What follows belongs to an exercise in optimizing a design on an open flow for small area, a short achievable clock period and few clock cycles per item; a production flow would make more cautious choices.
Where RTL was checked, it was by simulation tests only, not by an equivalence proof against the original.
Power and IR drop assume default switching activity.

## dadda_mul
module dadda_mul
(
    input  logic        clk,
    input  logic        rst_n,
    input  logic        in_valid,
    input  logic        mode,
    input  logic [15:0] a,
    input  logic [15:0] b,
    output logic        out_valid,
    output logic [15:0] hi,
    output logic [15:0] lo
);
    logic [3:0] vld;
    logic [31:0] prod;
    logic ax1;
    logic bx2;
    logic an3;
    logic an4;
    logic an5;
    logic an6;
    logic an7;
    logic an8;
    logic an9;
    logic an10;
    logic an11;
    logic an12;
    logic an13;
    logic an14;
    logic an15;
    logic an16;
    logic an17;
    logic an18;
    logic an19;
    logic onen20;
    logic twon21;
    logic onen20_q1;
    logic an3_q1;
    logic b_1_q1;
    logic pp22;
    logic an4_q1;
    logic twon21_q1;
    logic pp23;
    logic an5_q1;
    logic pp24;
    logic an6_q1;
    logic pp25;
    logic an7_q1;
    logic pp26;
    logic an8_q1;
    logic pp27;
    logic an9_q1;
    logic pp28;
    logic an10_q1;
    logic pp29;
    logic an11_q1;
    logic pp30;
    logic an12_q1;
    logic pp31;
    logic an13_q1;
    logic pp32;
    logic an14_q1;
    logic pp33;
    logic an15_q1;
    logic pp34;
    logic an16_q1;
    logic pp35;
    logic an17_q1;
    logic pp36;
    logic an18_q1;
    logic pp37;
    logic an19_q1;
    logic pp38;
    logic pp39;
    logic ppn40;
    logic one41;
    logic two42;
    logic one41_q1;
    logic a_0_q1;
    logic b_3_q1;
    logic pp43;
    logic a_1_q1;
    logic two42_q1;
    logic pp44;
    logic a_2_q1;
    logic pp45;
    logic a_3_q1;
    logic pp46;
    logic a_4_q1;
    logic pp47;
    logic a_5_q1;
    logic pp48;
    logic a_6_q1;
    logic pp49;
    logic a_7_q1;
    logic pp50;
    logic a_8_q1;
    logic pp51;
    logic a_9_q1;
    logic pp52;
    logic a_10_q1;
    logic pp53;
    logic a_11_q1;
    logic pp54;
    logic a_12_q1;
    logic pp55;
    logic a_13_q1;
    logic pp56;
    logic a_14_q1;
    logic pp57;
    logic a_15_q1;
    logic pp58;
    logic ax1_q1;
    logic pp59;
    logic pp60;
    logic onen61;
    logic twon62;
  ...
Size: ~1,200 cells after synthesis, roughly 69 I/O pins, about 12,000 um^2 of cells after synthesis.
==> flow/config.mk <==
export PLATFORM = sky130hd
export DESIGN_NAME = dadda_mul
export DESIGN_NICKNAME = dadda_mul
export VERILOG_FILES = /design/flow/design.v
export SDC_FILE = /design/flow/constraint.sdc
export NUM_CORES = 4
export LEC_CHECK = 0
export ABC_AREA = 1
export CAP_MARGIN = 20
export CORE_MARGIN = 2
export CORE_UTILIZATION = 50
export CTS_CLUSTER_DIAMETER = 150
export CTS_CLUSTER_SIZE = 30
export SETUP_SLACK_MARGIN = 2.1
export SLEW_MARGIN = 20
export SYNTH_HIERARCHICAL = 1
export SYNTH_MINIMUM_KEEP_SIZE = 0
==> flow/constraint.sdc <==
create_clock -name core_clock -period 4.0 [get_ports {clk}]
set_input_delay 0.8000 -clock core_clock [delete_from_list [all_inputs] [get_ports {clk}]]
set_output_delay 0.8000 -clock core_clock [all_outputs]
set_load 0.01 [all_outputs]
standard.sh (not shown) runs the stock make flow with config.mk's settings and CLKGATE_MAP_FILE= SYNTH_SCRIPT=/design/flow/synth_recipe.tcl, a recipe that flattens the netlist after the stock synthesis.
==> flow/flow/run.sh <==
#!/bin/bash
# Standard ORFS layout, except that the port buffers are plain buf_1 cells
# (the default choice is a slow delay-buffer cell).
set -euo pipefail
bash standard.sh BUFFER_PORTS_ARGS="-buffer_cell sky130_fd_sc_hd__buf_1" finish > standard.log 2>&1
The baseline finished with timing, DRC and antenna clean.
Rerun with:
- SETUP_SLACK_MARGIN: 2.1 -> 2.0
Non-clock buffer count came out lower by 3.
Sequential power stays flat.
First-iteration DRC count goes up by a quarter to a third.
Setup slack is worse by 88 ps.
Synthesized area is unchanged.
Wire length barely changes.
Final area came out lower slightly.
Sequential share of layout area went up by 0.55 points.
Clock power is about the same.
No functional check of the RTL was part of any run of this note.


dadda_mul, a different RTL version from the one above (not shown whole).
For scale: about 240 flip-flops, roughly 69 I/O pins, ~12000 um2 of cells after synthesis.
==> flow/design.v (excerpt) <==
module dadda_mul
(
    input  logic        clk,
    input  logic        rst_n,
    input  logic        in_valid,
    input  logic        mode,
    input  logic [15:0] a,
    input  logic [15:0] b,
    output logic        out_valid,
    output logic [15:0] hi,
    output logic [15:0] lo
);
==> flow/config.mk <==
export PLATFORM = sky130hd
export DESIGN_NAME = dadda_mul
export DESIGN_NICKNAME = dadda_mul
export VERILOG_FILES = /design/flow/design.v
export SDC_FILE = /design/flow/constraint.sdc
export NUM_CORES = 4
export LEC_CHECK = 0
export ABC_AREA = 1
export CAP_MARGIN = 20
export CORE_MARGIN = 2
export CORE_UTILIZATION = 60
export CTS_BUF_LIST = sky130_fd_sc_hd__clkbuf_4 sky130_fd_sc_hd__clkbuf_8
export SETUP_SLACK_MARGIN = 1.9
export SLEW_MARGIN = 20
==> flow/constraint.sdc <==
create_clock -name core_clock -period 4.0 [get_ports {clk}]
set_input_delay 0.8000 -clock core_clock [delete_from_list [all_inputs] [get_ports {clk}]]
set_output_delay 0.8000 -clock core_clock [all_outputs]
set_load 0.01 [all_outputs]
run.sh (not shown) runs the stock make flow with config.mk's settings and CLKGATE_MAP_FILE= SYNTH_SCRIPT=/design/flow/synth_recipe.tcl, a recipe that flattens the netlist after the stock synthesis.
Stock flow here: none of the scripts above is used.
The baseline finished clean.
Testbench counts at the start, summed over its fixed seeds: cycles 16,024, items 16,000.
Then changed:
--- a/flow/config.mk
+++ b/flow/config.mk
@@ -10,5 +10,3 @@
 export CORE_MARGIN = 2
-export CORE_UTILIZATION = 60
-export CTS_BUF_LIST = sky130_fd_sc_hd__clkbuf_4 sky130_fd_sc_hd__clkbuf_8
-export SETUP_SLACK_MARGIN = 1.9
+export CORE_UTILIZATION = 40
 export SLEW_MARGIN = 20
=> Via count went down by 13%. Die area is higher by 48%. Critical path depth decreases by 1. Count of clock-buffer cells in the layout goes down by 37. Non-clock buffer count drops by 98. Global-route usage drops by 11 points. Total power grows by 1.5%.


## run A
dadda_mul, a different RTL version from the one above (not shown whole).
Size: ~1100 cells after synthesis, ~69 I/O pins, about 0.012 sq mm of cells after synthesis.
clock: 4.0 ns
lec_check: 0
abc_area: 1
cap_margin: 20
core_margin: 2
core_utilization: 40
cts_cluster_diameter: 150
cts_cluster_size: 30
setup_slack_margin: 2.1
slew_margin: 20
synth_hierarchical: 1
synth_minimum_keep_size: 0
standard.sh (not shown) runs the stock make flow with config.mk's settings and CLKGATE_MAP_FILE= SYNTH_SCRIPT=/design/flow/synth_recipe.tcl, a recipe that flattens the netlist after the stock synthesis.
Scripts as last shown in full above: flow/flow/run.sh
The flow did not stop early for run A: all stages ran, and the layout cleared the timing, design-rule and antenna checks.
Testbench counts of run A, summed over its fixed seeds: cycles 16,024, items 16,000.
The inputs of run B differ from those of run A as listed below.
- CORE_UTILIZATION changed from 40 to 50
Clock network area share across run B and run A: no real change.
Run B against run A: worst setup slack before clock tree synthesis went down 73 ps; total power of the final layout fell 0.33%; area added between synthesis and finish level.
The inputs of run C differ from those of run B as listed below.
- CORE_UTILIZATION changed from 50 to 40
- SETUP_SLACK_MARGIN changed from 2.1 to 2.15
Results
- Re number of cell instances on the worst register-to-register path: run B was lower than run C.
- Total met3 wirelength after detailed routing shrinks slightly when moving from run B to run C.
- Run C ended up with a higher buffers plus inverters on the worst setup path than run B did.
- Summary of run C over run B: total die area climbed 24%; setup slack barely changed.
- Run C closes out successfully: all stages finished, all timing, DRC and antenna checks passed.
- Worst setup skew after layout: run C vs run B down 4.5 ps
#### Input delta (run D over run C)
- swapping 40 for 45 in CORE_UTILIZATION
- swapping 2.15 for 2.1 in SETUP_SLACK_MARGIN
--- outcome ---
The run showing the greater setup slack is run C.
Relative to run C, final total power decreased by 1.7% in run D.
Run C vs run D, top metal layer carrying routed signals: met5 vs met4
Re sum of met2 wire segment lengths after detailed routing: run D is 3.7% down on run C.
[inputs] run E vs run D
- a change of CORE_UTILIZATION from 45 to 40
- a change of CTS_CLUSTER_SIZE from 30 to 25
- a change of CTS_CLUSTER_DIAMETER from 150 to 120
- [run E] achievable frequency rose 0.013 GHz relative to run D
- Cmp run E vs run D: worst relative slew slack lower in run E
- Fraction of the cycle the final worst path needs came out lower on run E than on run D.
- Cmp run D and run E / power share of the combinational group / lower: run D
- Higher total CTS buffers was reported by run E, not run D.


dadda_mul, a different RTL version from the one above (not shown whole).
For scale: about 1200 cells after synthesis, ~360 flip-flops, about 14000 µm² of cells after synthesis.
Design dadda_mul, start of the top module:
module dadda_mul
(
    input  logic        clk,
    input  logic        rst_n,
    input  logic        in_valid,
    input  logic        mode,
    input  logic [15:0] a,
    input  logic [15:0] b,
    output logic        out_valid,
    output logic [15:0] hi,
    output logic [15:0] lo
);
Settings: LEC_CHECK=0, ABC_AREA=1, CAP_MARGIN=20, CORE_MARGIN=2, CORE_UTILIZATION=40, SETUP_SLACK_MARGIN=2.2, SLEW_MARGIN=20, SYNTH_HIERARCHICAL=1, SYNTH_MINIMUM_KEEP_SIZE=0; clock period 4.0 ns.
run.sh (not shown) runs the stock make flow with config.mk's settings and CLKGATE_MAP_FILE= SYNTH_SCRIPT=/design/flow/synth_recipe.tcl, a recipe that flattens the netlist after the stock synthesis.
Stock flow here: none of the scripts above is used.
Edit:
- SETUP_SLACK_MARGIN: 2.2 -> 2.35
Global-route usage rose by 1.5 points.
Combinational power rose by 7.3%.
Sequential cell count does not change.
Area after synthesis does not change.
Edit:
- CTS_CLUSTER_DIAMETER: unset -> 150
- CTS_CLUSTER_SIZE: unset -> 30
- SETUP_SLACK_MARGIN: 2.35 -> 2.2
Result: Via count goes down by 7.2%. Die area stays the same. Clock-buffer cell count drops by 39. Routed wire length decreases by about 11%. Sequential power goes down by about 0.9%. Final area decreases by about 10%. Sequential share of layout area rises by 4.3 points. Power goes down by about 16%. Register-to-register slack gets worse by 0.05 ns. Maximum frequency came out lower by 0.35%.
No functional check of the RTL was part of any run of this note.


build 49:
dadda_mul, a different RTL version from the one above (not shown whole).
For scale: roughly 1200 cells after synthesis, about 260 flip-flops, ~69 I/O pins, about 0.012 mm^2 of cells after synthesis.
Settings: LEC_CHECK=0, ABC_AREA=1, CAP_MARGIN=20, CORE_MARGIN=2, CORE_UTILIZATION=50, CTS_CLUSTER_DIAMETER=150, CTS_CLUSTER_SIZE=30, SETUP_SLACK_MARGIN=2.1, SLEW_MARGIN=20, SYNTH_HIERARCHICAL=1, SYNTH_MINIMUM_KEEP_SIZE=0; clock period 4.0 ns.
standard.sh (not shown) runs the stock make flow with config.mk's settings and CLKGATE_MAP_FILE= SYNTH_SCRIPT=/design/flow/synth_recipe.tcl, a recipe that flattens the netlist after the stock synthesis.
Scripts as last shown in full above: flow/flow/run.sh
Build 49 was carried through to the last stage, and its layout satisfied the timing, design-rule and antenna checks.
Testbench counts of build 49, summed over its fixed seeds: cycles 16,024, items 16,000.
Input changes introduced in build 89 (baseline for comparison: build 49):
Settings: a change of SETUP_SLACK_MARGIN from 2.1 to 2.15; a change of CORE_UTILIZATION from 50 to 55.
## What came out
Build 89 completed; timing, DRC and antenna clean
[diff] worst setup slack after layout, build 89 relative to build 49: improvement
Build 49 → build 89: final weighted congestion in routability-driven placement picked up an extra 3.1%, total power rose 2.3%, final net count held steady.
Taking build 49 as the reference point, the met2 capacity usage during global routing of build 89 rises by 3.8 points.
## Diff of input files: build 4 against build 89
Settings: SETUP_SLACK_MARGIN: 2.15 -> 2.1.
--- outcome ---
The slowest cell on the critical path comes out sky130_fd_sc_hd__fa_2 in one run and sky130_fd_sc_hd__fa_1 in the other, namely in build 89 and build 4 respectively.
After detailed routing, build 89 needs more wire than build 4.
Build 4 vs build 89 — utilization dropped 0.46 points.
Going from build 89 to build 4, global-route met1 utilization roughly the same; global-route usage has decreased.
First-iteration DRC count in build 4 is 31 below build 89.
Build 4 against build 89: synthesized cell count stayed essentially flat, number of non-clock buffers in the layout lower, post-route fraction of the period consumed by the critical path increased 0.53 points.


build 13:
Another version of the RTL of dadda_mul (not shown whole).
Size: ~260 flip-flops, ~69 I/O pins, roughly 12000 sq um of cells after synthesis.
==> flow/config.mk <==
export PLATFORM = sky130hd
export DESIGN_NAME = dadda_mul
export DESIGN_NICKNAME = dadda_mul
export VERILOG_FILES = /design/flow/design.v
export SDC_FILE = /design/flow/constraint.sdc
export NUM_CORES = 4
export LEC_CHECK = 0
export ABC_AREA = 1
export CAP_MARGIN = 20
export CORE_MARGIN = 2
export CORE_UTILIZATION = 40
export CTS_CLUSTER_DIAMETER = 150
export CTS_CLUSTER_SIZE = 30
export GPL_TIMING_DRIVEN = 1
export SETUP_SLACK_MARGIN = 2.1
export SLEW_MARGIN = 20
export SYNTH_HIERARCHICAL = 1
export SYNTH_MINIMUM_KEEP_SIZE = 0
==> flow/constraint.sdc <==
create_clock -name core_clock -period 4.0 [get_ports {clk}]
set_input_delay 0.8000 -clock core_clock [delete_from_list [all_inputs] [get_ports {clk}]]
set_output_delay 0.8000 -clock core_clock [all_outputs]
set_load 0.01 [all_outputs]
run.sh (not shown) runs the stock make flow with config.mk's settings and CLKGATE_MAP_FILE= SYNTH_SCRIPT=/design/flow/synth_recipe.tcl, a recipe that flattens the netlist after the stock synthesis.
Stock flow here: none of the scripts above is used.
Input-level comparison between build 92 and build 13:
Settings: a deleted GPL_TIMING_DRIVEN that had been 1; a change of CORE_UTILIZATION from 40 to 60.
==> comparison <==
- In build 92 relative to build 13, number of instances resized during post-cts repair had gone down by a little under 10%.
- The final critical-path share of the clock period of build 92 and that of build 13 are within noise of each other.
- On power consumed by sequential cells, build 13 and build 92 are basically level.
- Compared build 92 against build 13; sequential standard cell area within noise.
- Of the two values seen for capture point of the worst path, s445_q3$_DFF_P_ was produced by build 92 and s443_q3$_DFF_P_ by build 13.
- For build 13, the startpoint of the most critical setup path was s251_q2$_DFF_P_, unlike build 92, where it was s261_q2$_DFF_P_.
- Build 92: total via count after detailed routing lower than build 13
- Compared to build 13, build 92 shows a wider setup margin.
> inputs changed (build 92 -> build 74)
Settings: SETUP_SLACK_MARGIN: 2.1 -> 2.0; GPL_TIMING_DRIVEN: unset -> 1; CORE_UTILIZATION: 60 -> 40.
==> comparison <==
Compare build 92 and build 74 | detailed route wirelength on metal3 higher: build 74
[compare] base=build 92 new=build 74: minimum period implied by the final worst setup slack +0.021 ns, aggregate negative setup slack closely matched the old numbers.
Summary of build 74 over build 92: wire length of the first global-routing pass has increased; largest stage delay on the critical path fell by 0.04 ns; achievable clock frequency shows a reduction of 1.1%.
#### Input delta (build 56 over build 74)
Settings: GPL_TIMING_DRIVEN removed (was 1); SETUP_SLACK_MARGIN changed from 2.0 to 2.1.
Build 56 vs. build 74: power consumed by combinational cells increased by about 4% relative to the old numbers; final worst-path cycle share decreased by 0.43 points relative to the old numbers; worst path setup slack after routing increased by 0.017 ns relative to the old numbers.
Final cell count came out higher on build 56 than on build 74.
Compared to build 74, the routing of build 56 uses more wire.
Number of non-clock buffers in the layout: build 56 vs build 74 up about 13%
The average instance area after synthesis on build 56 is in line with that on build 74.
The via count of build 56 exceeds that of build 74 by 104.
Inputs modified between build 56 and build 72:
Settings: SETUP_SLACK_MARGIN now 2.2, was 2.1.
==> comparison <==
Every stage of the flow completed for build 72, and the final layout passed the timing, design-rule and antenna checks.
Build 72 contains more vias than build 56.
The final reports for build 72 and build 56 show cell area higher in the former.
HPWL after detailed placement essentially unchanged between build 56 and build 72.
No functional check of the RTL was part of any run of this note.


dadda_mul, a different RTL version from the one above (not shown whole).
Size: about 1200 cells after synthesis, roughly 260 flip-flops, roughly 12000 um^2 of cells after synthesis.
Settings: LEC_CHECK=0, ABC_AREA=1, CAP_MARGIN=20, CORE_MARGIN=2, CORE_UTILIZATION=40, CTS_CLUSTER_DIAMETER=150, CTS_CLUSTER_SIZE=30, SETUP_SLACK_MARGIN=2.1, SLEW_MARGIN=20, SYNTH_HIERARCHICAL=1, SYNTH_MINIMUM_KEEP_SIZE=0; clock period 4.0 ns.
standard.sh (not shown) runs the stock make flow with config.mk's settings and CLKGATE_MAP_FILE= SYNTH_SCRIPT=/design/flow/synth_recipe.tcl, a recipe that flattens the netlist after the stock synthesis.
==> flow/flow/run.sh <==
#!/bin/bash
# Standard ORFS layout, except that the port buffers are plain buf_2 cells
# (the default choice is a slow delay-buffer cell).
set -euo pipefail
bash standard.sh BUFFER_PORTS_ARGS="-buffer_cell sky130_fd_sc_hd__buf_2" finish > standard.log 2>&1
Testbench counts at the start, summed over its fixed seeds: cycles 16,024, items 16,000.
==> next run, changes <==
==> flow/run.sh (new file) <==
#!/bin/bash
# synth_recipe.tcl (not shown) runs the flow's synth.tcl, then flattens the netlist and writes it again
# the make line also repeats each setting of config.mk as NAME=value (left out here)
make -C /OpenROAD-flow-scripts/flow DESIGN_CONFIG=/design/flow/config.mk WORK_HOME=/design/flow/orfs CLKGATE_MAP_FILE= SYNTH_SCRIPT=/design/flow/synth_recipe.tcl finish
- SETUP_SLACK_MARGIN: 2.1 -> 2.2
removed: flow/flow/run.sh
removed: flow/standard.sh
The new run ran to the end with no violations.
Sequential power increases slightly.
Combinational power increases by a few percent.
Cell count stays the same.
Clock-buffer cell count is unchanged.
Worst setup slack degrades by 12 ps.
Via count decreases slightly.
Non-clock buffer count does not change.
Utilization increases by 1.1 points.

## separate check: timing with driven ports
The flow's constraints put no driver on any port. The routed layouts listed below were extracted and timed again, unchanged, in two steps. Step 1 sets driving cells, clkbuf_16 on the clock port and buf_2 on the other inputs (assumed; they add their load-dependent delay and slew). Step 2 moves the port delays by t, midway between the first and last clock arrival at a register: inputs arrive t later, outputs are due t later. That takes back most of the time a late clock gives input paths. Three values: no drivers, after step 1, after step 2; two values: the first two.
| run | t, ns | slack for setup (ns) | worst register clock-pin slew, ns | worst data-port slew with drivers (ns) | pins driven straight from the clock port |
|---|---|---|---|---|---|
| the first run of note 1 | 0.520 | 1.878 / 1.878 / 1.878 | 0.11 / 0.11 | 0.03 | 1 |
| the second run of note 1 | 0.515 | 1.789 / 1.789 / 1.789 | 0.11 / 0.11 | 0.03 | 1 |
| the first run of note 2 | 0.574 | 1.710 / 1.710 / 1.710 | 0.07 / 0.07 | 0.03 | 1 |
| the second run of note 2 | 0.571 | 1.384 / 1.384 / 1.384 | 0.07 / 0.07 | 0.05 | 1 |
| run A | 0.524 | 2.119 / 2.119 / 2.119 | 0.11 / 0.11 | 0.04 | 1 |
| run B | 0.524 | 2.086 / 2.086 / 2.086 | 0.11 / 0.11 | 0.03 | 1 |
| run C | 0.528 | 2.087 / 2.087 / 2.087 | 0.12 / 0.12 | 0.04 | 1 |
| run D | 0.518 | 2.067 / 2.067 / 2.067 | 0.12 / 0.12 | 0.04 | 1 |
| run E | 0.518 | 2.116 / 2.116 / 2.116 | 0.10 / 0.10 | 0.04 | 1 |
| the first run of note 4 | 0.568 | 2.195 / 2.147 / 2.136 | 0.06 / 0.06 | 0.04 | 1 |
| the second run of note 4 | 0.572 | 2.203 / 2.150 / 2.154 | 0.06 / 0.06 | 0.04 | 1 |
| the third run of note 4 | 0.542 | 2.196 / 2.149 / 2.171 | 0.12 / 0.12 | 0.04 | 1 |
| build 49 | 0.531 | 2.064 / 2.064 / 2.064 | 0.12 / 0.12 | 0.04 | 1 |
| build 89 | 0.524 | 2.077 / 2.077 / 2.077 | 0.11 / 0.11 | 0.05 | 1 |
| build 4 | 0.524 | 2.056 / 2.056 / 2.056 | 0.12 / 0.12 | 0.04 | 1 |
| build 13 | 0.536 | 2.056 / 2.056 / 2.056 | 0.12 / 0.12 | 0.05 | 1 |
| build 92 | 0.529 | 2.060 / 2.060 / 2.060 | 0.12 / 0.12 | 0.04 | 1 |
| build 74 | 0.537 | 2.039 / 2.021 / 2.039 | 0.12 / 0.12 | 0.05 | 1 |
| build 56 | 0.536 | 2.056 / 2.056 / 2.056 | 0.12 / 0.12 | 0.05 | 1 |
| build 72 | 0.532 | 2.056 / 2.056 / 2.056 | 0.12 / 0.12 | 0.05 | 1 |
| the first run of note 7 | 0.538 | 2.064 / 2.064 / 2.064 | 0.12 / 0.12 | 0.05 | 1 |
| the second run of note 7 | 0.526 | 2.051 / 2.051 / 2.051 | 0.11 / 0.11 | 0.05 | 1 |
After both steps setup and hold are still met in every run listed. For the first run of note 4, which loses most, drivers alone change the setup slack by -0.048 ns; drivers and shift together by -0.059 ns.
